What follows belongs to an exercise in optimizing a design on an open flow for a short achievable clock period and few clock cycles; a production flow would make more cautious choices.
The RTL was checked by simulation tests, not by an equivalence proof against the original design.
Power and IR drop assume default switching activity.

==> flow/design.v (excerpt) <==
module legv8Top (
    input  logic                   clk,
    input  logic                   rstN,
    output logic [64-1:0] instrAddr,
    input  logic [31:0]            instr,
    output logic                   wbCyc,
    output logic                   wbStb,
    output logic                   wbWe,
    output logic [64-1:0] wbAdr,
    output logic [64-1:0] wbDatW,
    input  logic                   wbAck,
    input  logic [64-1:0] wbDatR
);
    legv8Cpu legv8Cpu_i (
        .clk       (clk),
        .rstN      (rstN),
        .instrAddr (instrAddr),
        .instr     (instr),
        .wbCyc     (wbCyc),
        .wbStb     (wbStb),
        .wbWe      (wbWe),
        .wbAdr     (wbAdr),
        .wbDatW    (wbDatW),
        .wbAck     (wbAck),
        .wbDatR    (wbDatR)
    );
endmodule
For scale: ~15000 cells after synthesis, about 3600 flip-flops.
Settings: LEC_CHECK=0, ABC_CLOCK_PERIOD_IN_PS=1000, CAP_MARGIN=50, CELL_PAD_IN_SITES_DETAIL_PLACEMENT=2, CELL_PAD_IN_SITES_GLOBAL_PLACEMENT=2, CORE_MARGIN=2, CORE_UTILIZATION=30, CTS_CLUSTER_DIAMETER=150, CTS_CLUSTER_SIZE=22, PLACE_DENSITY=0.5, SLEW_MARGIN=70, SETUP_SLACK_MARGIN=10.5, TNS_END_PERCENT=100, REMOVE_ABC_BUFFERS=1, BUFFER_PORTS_ARGS=-buffer_cell sky130_fd_sc_hd__buf_4; clock period 15.0 ns.
standard.sh (not shown) runs the stock make flow with config.mk's settings and CLKGATE_MAP_FILE= SYNTH_SCRIPT=/design/flow/synth_recipe.tcl, a recipe that flattens the netlist after the stock synthesis.
==> flow/flow/run.sh <==
#!/bin/bash
# Layout flow: the standard ORFS flow (standard.sh, with its synthesis
# unchanged) with a few extra settings from flow/extra.mk appended to
# the standard flow's config.mk. Each tool's output is in standard_flow.log and in the
# ORFS logs under orfs/logs/.
set -euo pipefail
cat flow/extra.mk >> config.mk
bash standard.sh finish > standard_flow.log 2>&1
==> flow/flow/extra.mk <==
# Added to the standard flow's config.mk by flow/run.sh.
# Timing repair aims for this much setup slack at the 15 ns clock, so that it
# works on the paths that set the achieved period (about 15 - 10.5 ns).
export SETUP_SLACK_MARGIN = 10.5
export TNS_END_PERCENT = 100
# Skip the floorplan-stage repair (it runs on wire-load estimates and does
# not converge with the margin above); ABC's buffers are removed instead.
export REMOVE_ABC_BUFFERS = 1
# Port buffers from the plain buffer family, so that repair can size them.
export BUFFER_PORTS_ARGS = -buffer_cell sky130_fd_sc_hd__buf_4
The baseline passed the timing, design-rule and antenna checks.
Testbench counts at the start, summed over its fixed seeds: cycles 124,192.
Change:
Settings changed: CTS_CLUSTER_DIAMETER 150 to default, CTS_CLUSTER_SIZE 22 to default.
=> Core utilization is higher by 1.5 points. Non-clock buffer count is higher by 4. First-iteration DRC count is lower by 1.6%.
Change:
Settings changed: CTS_CLUSTER_DIAMETER from default to 100, CTS_CLUSTER_SIZE from default to 20.
After rerunning: Clock-buffer cell count fell by 294; die area stays the same; critical path depth is unchanged; design area falls by 3.2%; register-to-register slack got worse by 40 ps.


job 414:
legv8Top, a different RTL version from the one above (not shown whole).
Size in the first run: ~3,600 flip-flops, about 290 I/O pins.
export LEC_CHECK = 0
export ABC_CLOCK_PERIOD_IN_PS = 1000
export CAP_MARGIN = 40
export CELL_PAD_IN_SITES_DETAIL_PLACEMENT = 2
export CELL_PAD_IN_SITES_GLOBAL_PLACEMENT = 2
export CORE_MARGIN = 2
export CORE_UTILIZATION = 30
export PLACE_DENSITY = 0.5
export SLEW_MARGIN = 40
export SETUP_SLACK_MARGIN = 10.5
export TNS_END_PERCENT = 100
export REMOVE_ABC_BUFFERS = 1
export BUFFER_PORTS_ARGS = -buffer_cell sky130_fd_sc_hd__buf_4
create_clock -name core_clock -period 15.0 [get_ports {clk}]
Scripts as last shown in full above: flow/flow/run.sh, flow/flow/extra.mk
In job 414 the implementation ran to completion but is not tape-out ready, as the final checks report capacitance limit, slew limit.
Testbench counts of job 414, summed over its fixed seeds: cycles 124,192.
Input changes introduced in job 5510 (baseline for comparison: job 414):
- a change of CAP_MARGIN from 40 to 50
- a change of SLEW_MARGIN from 40 to 70
Results
Job 5510 vs. job 414: proportion of cell area occupied by registers went down by 3.0 points. Job 414 -> job 5510: number of antenna violations at the first check in global routing decreased by more than 10%. Global-route wire length before repair of job 414 is on par with job 5510. What the final checks of job 414 revealed, after a flow that finished every stage, was a layout that fails on capacitance limit, slew limit. Job 5510 has completed all stages; timing, DRC and antenna checks passed. Worst vdd rail ir drop is higher on job 5510.
What job 7323 does differently from job 5510 at the input level:
- a change of CAP_MARGIN from 50 to 20
- a change of SLEW_MARGIN from 70 to 20
--- outcome ---
Although job 7323 finished all stages, its layout failed final checks on capacitance limit, slew limit.
Compare job 7323 and job 5510 | hold path depth lower: job 5510
From job 5510 to job 7323 the numbers moved as follows: final standard cell utilization of the core shows a reduction of 2.7 points, cell area after layout shows a reduction of 6.9%, vertical extent of the die shows no meaningful change, number of standard cells in the layout, taps in and fillers out shows a reduction of about 2.5%.
In the reports for job 7323 and job 5510, the smaller cell depth of the worst setup path belongs to job 5510.
Between job 5510 and job 7323, the flow reports layout filler cell count increasing by a few percent.
Going from job 5510 to job 7323, number of DRC violations after detailed routing roughly the same, sum of buffers and inverters on the critical path higher, post-route clock period utilization roughly the same, smallest setup slack after layout higher.


Setup of the previous run:
legv8Top, a different RTL version from the one above (not shown whole).
Size in the first run: roughly 3600 flip-flops.
==> flow/design.v (excerpt) <==
module legv8Top (
    input  logic                   clk,
    input  logic                   rstN,
    output logic [64-1:0] instrAddr,
    input  logic [31:0]            instr,
    output logic                   wbCyc,
    output logic                   wbStb,
    output logic                   wbWe,
    output logic [64-1:0] wbAdr,
    output logic [64-1:0] wbDatW,
    input  logic                   wbAck,
    input  logic [64-1:0] wbDatR
);
Settings: LEC_CHECK=0, ABC_CLOCK_PERIOD_IN_PS=1000, CAP_MARGIN=50, CELL_PAD_IN_SITES_DETAIL_PLACEMENT=2, CELL_PAD_IN_SITES_GLOBAL_PLACEMENT=2, CORE_MARGIN=2, CORE_UTILIZATION=30, PLACE_DENSITY=0.5, SLEW_MARGIN=70, SETUP_SLACK_MARGIN=10.5, TNS_END_PERCENT=100, REMOVE_ABC_BUFFERS=1, BUFFER_PORTS_ARGS=-buffer_cell sky130_fd_sc_hd__buf_4; clock period 15.0 ns.
Scripts as last shown in full above: flow/flow/run.sh, flow/flow/extra.mk
Testbench counts of the previous run, summed over its fixed seeds: cycles 124,145.
### the previous run -> the current run
- swapping 70 for 20 in SLEW_MARGIN
- swapping 50 for 20 in CAP_MARGIN
[summary]
No stage failed in the current run, and the final checks on the layout all came back clean.
The aggregate global-route resource usage of the current run exceeds that of the previous run by 0.50 points.
The current run reports its class of the most critical setup path as reg2reg while the previous run reports reg2out.
Compared the current run vs the previous run, and iteration-0 DRC count of the detailed router is up in the current run.
Area growth from synthesis to final layout for the current run: 9.3 points down relative to the previous run
There was hardly any difference in synthesized cell count between the current run and the previous run.
The current run has fraction of area in clock buffers and inverters above what the previous run had.
Compared with the previous run, the current run degrades wire length.
Compared with the previous run, the current run shows a lower via count.
For the power, the current run came in 3.6% lower than the previous run did.
Compared with the previous run, the current run shows a lower fmax.
Delta(via count of the first global-routing pass, the current run - the previous run) < 0
Lower net count of the finished layout among the previous run and the current run: the current run

==> port drivers added, routing unchanged <==
In the flow no input, the clock included, has a driving cell. The finished layouts below were timed again as built, in two steps. Step 1 assumes that a clkbuf_16 drives the clock port and a buf_2 every other input. Step 2 also shifts input and output timing later by t, the mid clock arrival at the registers, as if the neighbouring blocks saw the same clock. a / b / c = no drivers / after step 1 / after step 2; a / b = the first two.
| run | shift t [ns] | setup slack, ns | pins driven straight from the clock port |
|---|---|---|---|
| the first run of note 1 | 1.184 | 10.220 / 10.070 / 9.301 | 1 |
| the second run of note 1 | 1.212 | 10.187 / 10.048 / 9.177 | 1 |
| the third run of note 1 | 1.216 | 10.176 / 10.031 / 9.214 | 1 |
| job 414 | 1.247 | 10.149 / 10.009 / 9.120 | 1 |
| job 5510 | 1.236 | 10.163 / 10.019 / 9.129 | 1 |
| job 7323 | 1.223 | 10.169 / 10.041 / 9.199 | 1 |
| the previous run | 1.236 | 10.255 / 10.114 / 8.991 | 1 |
| the current run | 1.247 | 10.216 / 10.140 / 9.018 | 1 |
The setup slack of the previous run, which loses most, moves by -0.141 ns with the drivers and by -1.264 ns with both steps.
